This design comes from an exercise in tuning for small area, a short achievable clock period and few clock cycles on the open sky130 flow, not from production work. Only simulation tests tie the RTL to the original design; equivalence was not proved. Power and IR drop assume default switching activity.

== build 95 ==
==> flow/design.v <==
`timescale 1ns/1ps
`default_nettype none
module dcache_port (
    input  logic        clk,
    input  logic        rstn,
    input  logic        req_valid,
    input  logic [63:0] req_address,
    input  logic [63:0] req_value,
    input  logic [1:0]  req_op,
    input  logic [1:0]  req_size,
    input  logic        req_unsigned,
    input  logic [3:0]  req_amo,
    output logic        req_ready,
    output logic        resp_valid,
    output logic [63:0] resp_value,
    output logic        ex_valid,
    output logic        ex_cause,
    output logic [63:0] ex_tval,
    output logic        ar_valid,
    output logic [63:0] ar_addr,
    input  logic        ar_ready,
    input  logic        r_valid,
    input  logic [63:0] r_data,
    output logic        aw_valid,
    output logic [63:0] aw_addr,
    input  logic        aw_ready,
    output logic        w_valid,
    output logic [63:0] w_data,
    output logic [7:0]  w_strb,
    input  logic        w_ready,
    input  logic        b_valid
);
    logic busy_q;    
    logic ex_q;      
    logic arp_q;     
    logic rw_q;      
    logic awp_q;     
    logic wp_q;      
    logic bw_q;      
    logic calc_q;    
    logic mm_q;      
    logic        ld_q;
    logic [63:0] addr_q;
    logic [63:0] val_q;     
    logic [63:0] old_q;     
    logic [1:0]  size_q;
    logic        uns_q;
    logic        sub_q, add_q, kp_q, kg_q, kv_q, sgn_q, max_q;   
    logic        cause_q;
    logic is_load, is_store, misal;
    assign is_load  = req_op == 2'd0;
    assign is_store = req_op == 2'd1;
    always_comb begin
        unique case (req_size)
            2'd0: misal = 1'b0;
            2'd1: misal = req_address[0];
            2'd2: misal = |req_address[1:0];
            default: misal = |req_address[2:0];
        endcase
    end
    logic rdone, done, acc, acc_rd, acc_st, amo_rd;
    assign rdone      = rw_q & r_valid;
    assign amo_rd     = rdone & ~ld_q;
    assign resp_valid = (rdone & ld_q) | (bw_q & b_valid);
    assign done       = resp_valid | ex_q;
    assign req_ready  = ~busy_q | done;
    assign acc        = req_valid & req_ready;
    assign acc_rd     = acc & ~misal & ~is_store;
    assign acc_st     = acc & ~misal & is_store;
    assign ex_valid = ex_q;
    assign ex_cause = cause_q;
    assign ex_tval  = addr_q;
    logic [63:0] addr_out;
    assign addr_out = (arp_q | awp_q) ? addr_q : req_address;
    assign ar_valid = arp_q | acc_rd;
    assign ar_addr  = addr_out;
    assign aw_valid = awp_q | acc_st;
    assign aw_addr  = addr_out;
    logic [2:0]  off;
    logic [7:0]  o1, sg;
    logic [3:0]  o2;
    logic [1:0]  o4;
    logic        f1, f2, f4;
    logic [7:0]  lb [8];
    logic [7:0]  b0, b1, b2, b3;
    logic        ext;
    logic [63:0] aligned;
    assign off = addr_q[2:0];
    always_comb begin
        logic [2:0] top;
        for (int k = 0; k < 8; k++) lb[k] = r_data[8*k +: 8];
        top = off | (size_q == 2'd0 ? 3'd0 : size_q == 2'd1 ? 3'd1 : 3'd3);
        for (int k = 0; k < 8; k++) begin
            o1[k] = off == 3'(k);
            sg[k] = top == 3'(k) && !uns_q && size_q != 2'd3;
        end
        for (int k = 0; k < 4; k++) o2[k] = off[2:1] == 2'(k);
        for (int k = 0; k < 2; k++) o4[k] = off[2] == 1'(k);
        f1 = size_q != 2'd0;
        f2 = size_q[1];
        f4 = size_q == 2'd3;
        b0 = '0; b1 = '0; b2 = '0; b3 = '0; ext = 1'b0;
        for (int k = 0; k < 8; k++) begin
            b0  |= lb[k] & {8{o1[k]}};
            ext |= lb[k][7] & sg[k];
        end
        for (int k = 0; k < 4; k++) b1 |= lb[2*k+1] & {8{o2[k]}};
        for (int k = 0; k < 2; k++) begin
            b2 |= lb[4*k+2] & {8{o4[k]}};
            b3 |= lb[4*k+3] & {8{o4[k]}};
        end
        aligned[7:0]   = b0;
        aligned[15:8]  = (b1 & {8{f1}}) | {8{ext & ~f1}};
        aligned[31:16] = ({b3, b2} & {16{f2}}) | {16{ext & ~f2}};
        aligned[63:32] = (r_data[63:32] & {32{f4}}) | {32{ext & ~f4}};
    end
    assign resp_value = ld_q ? aligned : old_q;
    logic [63:0] wsrc;
    logic [1:0]  wsize;
    logic [2:0]  woff;
    logic [7:0]  strb_base;
    assign wsrc  = ~wp_q ? req_value : mm_q ? old_q : val_q;
    assign wsize = wp_q ? size_q : req_size;
    assign woff  = wp_q ? addr_q[2:0] : req_address[2:0];
    always_comb begin
        unique case (wsize)
            2'd0: begin w_data = {8{wsrc[7:0]}};  strb_base = 8'h01; end
            2'd1: begin w_data = {4{wsrc[15:0]}}; strb_base = 8'h03; end
            2'd2: begin w_data = {2{wsrc[31:0]}}; strb_base = 8'h0f; end
            default: begin w_data = wsrc;         strb_base = 8'hff; end
        endcase
    end
    assign w_strb  = strb_base << woff;
    assign w_valid = wp_q | acc_st;
    logic        sub, word, lt_u, lt, take_old, is_add, c32, c64;
    logic [63:0] pg_p, pg_g, cy, lres, alu;
    assign sub  = sub_q;
    assign word = size_q == 2'd2;
    assign pg_p = old_q ^ val_q;
    assign pg_g = old_q & val_q;
    always_comb begin
        logic [63:0] gg, pp;
        gg = pg_g;
        pp = pg_p;
        gg[0] = pg_g[0] | (pg_p[0] & sub);
        for (int l = 1; l <= 6; l++)
            for (int j = (1 << l) - 1; j < 64; j += (1 << l)) begin
                gg[j] = gg[j] | (pp[j] & gg[j - (1 << (l - 1))]);
                pp[j] = pp[j] & pp[j - (1 << (l - 1))];
            end
        for (int l = 6; l > 0; l--)
            for (int j = (1 << l) + (1 << (l - 1)) - 1; j < 64; j += (1 << l)) begin
                gg[j] = gg[j] | (pp[j] & gg[j - (1 << (l - 1))]);
                pp[j] = pp[j] & pp[j - (1 << (l - 1))];
            end
        cy  = {gg[62:0], sub};
        c64 = gg[63];
    end
    assign c32  = cy[32];
    assign lt_u = word ? ~c32 : ~c64;
    always_comb begin
        logic so, sv;
        so = word ? old_q[31] : old_q[63];
        sv = word ? ~val_q[31] : ~val_q[63];
        lt = (sgn_q & (so ^ sv)) ? so : lt_u;
    end
    assign take_old = lt ^ max_q;
    assign is_add   = add_q;
    always_comb begin
        lres = (pg_p & {64{kp_q}}) | (pg_g & {64{kg_q}}) | (val_q & {64{kv_q}})
             | (~val_q & {64{sub_q}});
    end
    assign alu = is_add ? pg_p ^ cy : lres;
    logic acc_inv, d_add, d_kp, d_kg, d_sgn, d_max;
    assign acc_inv = req_op == 2'd2
                   & (req_amo[3] | (req_amo[2] & req_amo[0]) | (req_amo[2] & req_amo[1]));
    assign d_add   = req_amo == 4'd1;
    assign d_kp    = req_amo == 4'd2 || req_amo == 4'd4;
    assign d_kg    = req_amo == 4'd3 || req_amo == 4'd4;
    assign d_sgn   = req_amo == 4'd5 || req_amo == 4'd6;
    assign d_max   = req_amo == 4'd6 || req_amo == 4'd8;
    always_ff @(posedge clk or negedge rstn) begin
        if (!rstn) begin
            busy_q <= 1'b0;
            ex_q   <= 1'b0;
            arp_q  <= 1'b0;
            rw_q   <= 1'b0;
            awp_q  <= 1'b0;
            wp_q   <= 1'b0;
            bw_q   <= 1'b0;
            calc_q <= 1'b0;
            mm_q   <= 1'b0;
        end else begin
            busy_q <= acc | (busy_q & ~done);
            ex_q   <= acc & misal;
            arp_q  <= ar_valid & ~ar_ready;
            rw_q   <= acc_rd | (rw_q & ~r_valid);
            awp_q  <= (aw_valid & ~aw_ready) | amo_rd;
            wp_q   <= (w_valid & ~w_ready) | calc_q;
            bw_q   <= acc_st | amo_rd | (bw_q & ~b_valid);
            calc_q <= amo_rd;
            if (acc) mm_q <= 1'b0;
            else if (calc_q) mm_q <= sub & take_old;
        end
    end
    always_ff @(posedge clk) begin
        if (acc) begin
            ld_q    <= is_load;
            addr_q  <= req_address;
            size_q  <= req_size;
            uns_q   <= req_unsigned & is_load;
            sub_q   <= acc_inv;
            add_q   <= d_add;
            kp_q    <= d_kp;
            kg_q    <= d_kg;
            kv_q    <= ~(acc_inv | d_add | d_kp | d_kg);
            sgn_q   <= d_sgn;
            max_q   <= d_max;
            cause_q <= ~is_load;
        end
        if (acc) val_q <= req_value ^ {64{acc_inv}};
        else if (calc_q) val_q <= alu;
        if (amo_rd) old_q <= aligned;
    end
endmodule
`default_nettype wire
export LEC_CHECK = 0
export CAP_MARGIN = 20
export CORE_MARGIN = 2
export CORE_UTILIZATION = 40
export SETUP_SLACK_MARGIN = 2.3
export SLEW_MARGIN = 20
create_clock -name core_clock -period 6.5 [get_ports {clk}]
standard.sh (not shown) runs the stock make flow with config.mk's settings and CLKGATE_MAP_FILE= SYNTH_SCRIPT=/design/flow/synth_recipe.tcl, a recipe that flattens the netlist after the stock synthesis.
==> flow/flow/run.sh <==
#!/bin/bash
set -euo pipefail
bash standard.sh BUFFER_PORTS_ARGS="-buffer_cell sky130_fd_sc_hd__buf_1" finish > make_finish.log 2>&1
Build 95: no failed stages, no open violations at the end
Testbench counts of build 95, summed over its fixed seeds: cycles 15,767.
Here is what was changed in the inputs of build 47 compared with build 95.
Settings: swapping 40 for 65 in CORE_UTILIZATION; swapping 2.3 for 1.5 in SETUP_SLACK_MARGIN.
--- outcome ---
- Against build 95, clock buffer count in build 47 fell by a few percent.
- Diff build 47 and build 95: tightest slew margin relative to the limit higher in build 95
- Final cell count: build 47 vs build 95 down 254
- Going from build 95 to build 47, the utilization was found to have gone up by 25 points.
- Build 47 vs build 95, effective utilization at floorplan went up by 25 points.
- Build 47 vs build 95 — floorplan die height dropped 46 um.
- Critical path launch point = r_data[39]: build 95; critical path launch point = wp_q: build 47
- Of the two values seen for capture point of the critical path, w_data[49] was produced by build 47 and resp_value[25] by build 95.
- [compare] base=build 95 new=build 47: fmax went down about 14%, share of the synthesized netlist area taken by xor and xnor gates essentially unchanged, via density per instance has increased, met1 track utilization from global routing picked up an extra 26 points.
## Diff of input files: build 39 against build 47
Settings: swapping 1.5 for 2.7 in SETUP_SLACK_MARGIN; swapping 65 for 40 in CORE_UTILIZATION.
Results
Compared with build 47, in build 39 minimum hold slack saw an increase, critical path depth saw an increase, combinational power up 26%, total power went up by about 11%.
When build 39 is set beside build 47, its clock share of power turns out to be 1.5 points smaller.
Side by side, first-pass GRT wire length turned out higher in build 39 than in build 47.
Fraction of layout cells with a size suffix above 1 | build 39 above build 47
--- input diff build 39..build 84 ---
Settings: SETUP_SLACK_MARGIN now 2.0, was 2.7.
==> run summary <==
Taking build 39 as the reference, in build 84 area growth from synthesis to layout now smaller, relative max-transition margin now smaller, first-iteration DRC count now smaller, sequential share of layout area now larger. Of build 84 and build 39, the run reporting the lower depth of the critical timing path with buffers and inverters included was build 84. For the initial antenna violation count, build 84 came in 4 lower than build 39 did. First-pass GRT wire length: build 84 and build 39 compared, higher one is build 39. Diff build 39..build 84 | flip-flop and latch count | unchanged. Wire: build 84 routes less than build 39.
Modified inputs, build 87 compared to build 84
Settings: swapping 2.0 for 1.5 in SETUP_SLACK_MARGIN.
Findings:
Higher via count goes to build 84 over build 87.
Summary of build 87 over build 84: internal power contribution decreased about 1.8%; count of clock-net buffers in the final layout decreased about 15%; final design area excluding fillers decreased 1.2%; final period demand of the worst path increased 430 ps.

what the ideal ports hide:
The flow's constraints put no driver on any port. The routed layouts listed below were extracted and timed again, unchanged, in two steps. Step 1 sets driving cells, clkbuf_16 on the clock port and buf_2 on the other inputs (assumed; they add their load-dependent delay and slew). Step 2 times the ports against the registers' clock, not the clock port: input delays grow and output delays shrink by t, the midpoint of the rising clock arrivals with the driver on. Slacks: ideal ports / drivers / drivers and shift; pairs: ideal ports / drivers.
| run | t, ns | setup WS [ns] | clock arrival spread, ns | slew at the worst register clock pin (ns) | worst data-port slew with drivers (ns) |
|---|---|---|---|---|---|
| build 95 | 0.627 | 2.180 / 2.124 / 2.125 | 0.017 / 0.017 | 0.07 / 0.07 | 0.14 |
| build 47 | 0.597 | 1.459 / 1.402 / 1.452 | 0.028 / 0.027 | 0.07 / 0.07 | 0.23 |
| build 39 | 0.636 | 2.172 / 2.089 / 2.089 | 0.029 / 0.030 | 0.06 / 0.06 | 0.17 |
| build 84 | 0.618 | 2.059 / 1.996 / 2.029 | 0.023 / 0.022 | 0.06 / 0.06 | 0.13 |
| build 87 | 0.623 | 1.625 / 1.568 / 1.666 | 0.016 / 0.017 | 0.07 / 0.07 | 0.13 |
After both steps every run listed still meets setup and hold. The setup slack of build 39, which loses most, moves by -0.083 ns with the drivers and by -0.083 ns with both steps.
